Context: an optimization exercise on an open-source flow, tuned for small area, a short achievable clock period and few clock cycles per item. The choices shown serve that exercise and are no tape-out recipe. In this exercise RTL edits were held to simulation tests only and were not proved equivalent to the original.

Setup of v6:
==> module sw_max_tracker, before the edit <==
module sw_max_tracker (
    input  logic                          clk,
    input  logic                          i_clear,   
    input  logic [5:0]                    i_cnt,
    input  logic                          i_last,    
    input  logic [16-1:0][1:0]   i_cand,
    input  logic                          i_row1,    
    output logic [5:0]                    o_best,    
    output logic [5:0]                    o_best_m2,
    output logic [5:0]                    o_max,
    output logic [4:0]                    o_pos_ref,
    output logic [4:0]                    o_pos_query
);
    localparam int N = 16;
    logic [5:0]   g_q;        
    logic [2:0]   step_q;     
    logic [4:0]   col_q;      
    logic [5:0]   diag_q;     
    logic [4:0]   row_q;      
    logic [N-1:0] c2;
    logic [N-1:0] c1;
    logic [N-1:0] c0;
    logic [N-1:0] below;      
    logic [N-1:0] c0b;
    logic         any2;
    logic         any1;
    logic         any0;
    logic [4:0]   enc2;
    logic [4:0]   enc1;
    logic [4:0]   enc0;
    logic [5:0]   cnt2;
    logic [5:0]   cnt3;
    logic [5:0]   g_p1;
    logic [5:0]   g_p2;
    logic         take;
    logic [5:0]   g_nxt;
    logic [4:0]   col_nxt;
    function automatic logic [4:0] lowest(input logic [N-1:0] v);
        lowest = '0;
        for (int k = N - 1; k >= 0; k--) begin
            if (v[k]) begin
                lowest = 5'(k + 1);
            end
        end
    endfunction
    for (genvar k = 0; k < N - 1; k++) begin : g_cls
        logic p2;
        logic p1;
        logic p0;
        assign p2 = i_cand[k] == 2'd3;
        assign p1 = i_cand[k] == 2'd2;
        assign p0 = i_cand[k] == 2'd1;
        assign c2[k] = p2 & step_q[0];
        assign c1[k] = (p2 & step_q[1]) | (p1 & step_q[0]);
        assign c0[k] = (p2 & step_q[2]) | (p1 & step_q[1]) | (p0 & step_q[0]);
        assign below[k] = (5'(k + 1) < col_q);
    end
    logic x2;
    logic x1;
    assign x2         = i_row1 && (g_q == 6'd0);
    assign x1         = i_row1 && (g_q == 6'd1);
    assign c2[N-1]    = (i_cand[N-1] == 2'd3) || x2;
    assign c1[N-1]    = (i_cand[N-1] == 2'd2) || x1;
    assign c0[N-1]    = 1'b0;
    assign below[N-1] = 1'b0;
    assign c0b     = c0 & below;
    assign any2    = |c2;
    assign any1    = |c1;
    assign any0    = |c0b;
    assign enc2    = lowest(c2);
    assign enc1    = lowest(c1);
    assign enc0    = lowest(c0b);
    assign cnt2    = i_cnt + 6'd2;
    assign cnt3    = i_cnt + 6'd3;
    assign g_p1    = g_q + 6'd1;
    assign g_p2    = g_q + 6'd2;
    assign take    = any2 || any1 || any0;
    assign g_nxt   = any2 ? g_p2 : (any1 ? g_p1 : g_q);
    assign col_nxt = any2 ? enc2 : (any1 ? enc1 : enc0);
    always_ff @(posedge clk) begin
        if (i_clear) begin
            g_q    <= '0;
            step_q <= 3'b001;
            col_q  <= 5'd1;
            diag_q <= 6'd2;
        end else begin
            step_q <= any2 ? 3'b100 : (any1 ? 3'b010 : 3'b001);
            if (take) begin
                g_q    <= g_nxt;
                col_q  <= col_nxt;
                if (col_nxt == 5'(N)) begin
                    diag_q <= (any2 ? x2 : x1) ? 6'(N + 1) : cnt3;
                end else begin
                    diag_q <= cnt2;
                end
            end
        end
        if (i_last && take) begin
            row_q <= 5'(24);
        end else begin
            row_q <= diag_q[4:0] - col_q;
        end
    end
    assign o_best      = g_q;
    assign o_best_m2   = (g_q > 6'd2) ? g_q - 6'd2 : 6'd0;
    assign o_max       = g_q;
    assign o_pos_ref   = col_q;
    assign o_pos_query = row_q;
endmodule
clock: 7.5 ns
lec_check: 0
abc_area: 1
cap_margin: 20
core_margin: 2
core_utilization: 40
cts_cluster_diameter: 80
cts_cluster_size: 60
setup_slack_margin: 4.75
slew_margin: 20
tns_end_percent: 100
run.sh (not shown) runs the stock make flow with config.mk's settings and CLKGATE_MAP_FILE= SYNTH_SCRIPT=/design/flow/synth_recipe.tcl, a recipe that flattens the netlist after the stock synthesis.
Testbench counts of v6, summed over its fixed seeds: cycles 12,480, runs 320.
Changes in v7 relative to v6:
-- flow/design.v --
<<< v6, line 263
    logic [5:0]   diag_q;     
    logic [4:0]   row_q;      
    logic [N-1:0] c2;
    logic [N-1:0] c1;
>>> v7, line 263
    logic [5:0]   diag_q;     
    logic [4:0]   row_q;      
    logic [5:0]   max_q;      
    logic [4:0]   ref_q;
    logic [N-1:0] c2;
    logic [N-1:0] c1;
<<< v6, line 341
            end
        end
        if (i_last && take) begin
            row_q <= 5'(24);
>>> v7, line 343
            end
        end
        if (i_last) begin
            max_q <= g_nxt;
            ref_q <= take ? col_nxt : col_q;
        end
        if (i_last && take) begin
            row_q <= 5'(24);
<<< v6, line 349
    assign o_best      = g_q;
    assign o_best_m2   = (g_q > 6'd2) ? g_q - 6'd2 : 6'd0;
    assign o_max       = g_q;
    assign o_pos_ref   = col_q;
    assign o_pos_query = row_q;
endmodule
>>> v7, line 355
    assign o_best      = g_q;
    assign o_best_m2   = (g_q > 6'd2) ? g_q - 6'd2 : 6'd0;
    assign o_max       = max_q;
    assign o_pos_ref   = ref_q;
    assign o_pos_query = row_q;
endmodule
Results
- v7: full flow OK, the timing, DRC and antenna checks passed
- Slowest library cell on the worst path = sky130_fd_sc_hd__dfxtp_4: v6; slowest library cell on the worst path = sky130_fd_sc_hd__edfxtp_1: v7
- After detailed routing, v6 needs less wire than v7.
- Going from v6 to v7, headroom to the max-slew limit higher, post-synthesis sequential area ratio saw an increase, via count increased by about 2% relative to the old numbers.
- v7 packs its core more loosely than v6.
- v7 vs. v6: clock period minus final worst setup slack went up 0.0057 ns.
Testbench counts of v7, summed over its fixed seeds: cycles 12,480, runs 320.

separate check: timing with driven ports:
The results above use ideal ports. As a check the final layouts listed here were re-extracted and re-timed, cells and wires unchanged. Step 1 assumes that a clkbuf_16 drives the clock port and a buf_2 every other input. Step 2 moves the port delays by t, midway between the first and last clock arrival at a register: inputs arrive t later, outputs are due t later. That takes back most of the time a late clock gives input paths. a / b / c = no drivers / after step 1 / after step 2; a / b = the first two.
run | shift t [ns] | setup slack, ns | slew at the worst register clock pin (ns)
v6 | 0.615 | 4.780 / 4.730 / 4.162 | 0.10 / 0.10
v7 | 0.603 | 4.774 / 4.716 / 4.310 | 0.11 / 0.11
After both steps setup and hold are still met in every run listed. The setup slack of v6, which loses most, moves by -0.050 ns with the drivers and by -0.618 ns with both steps.
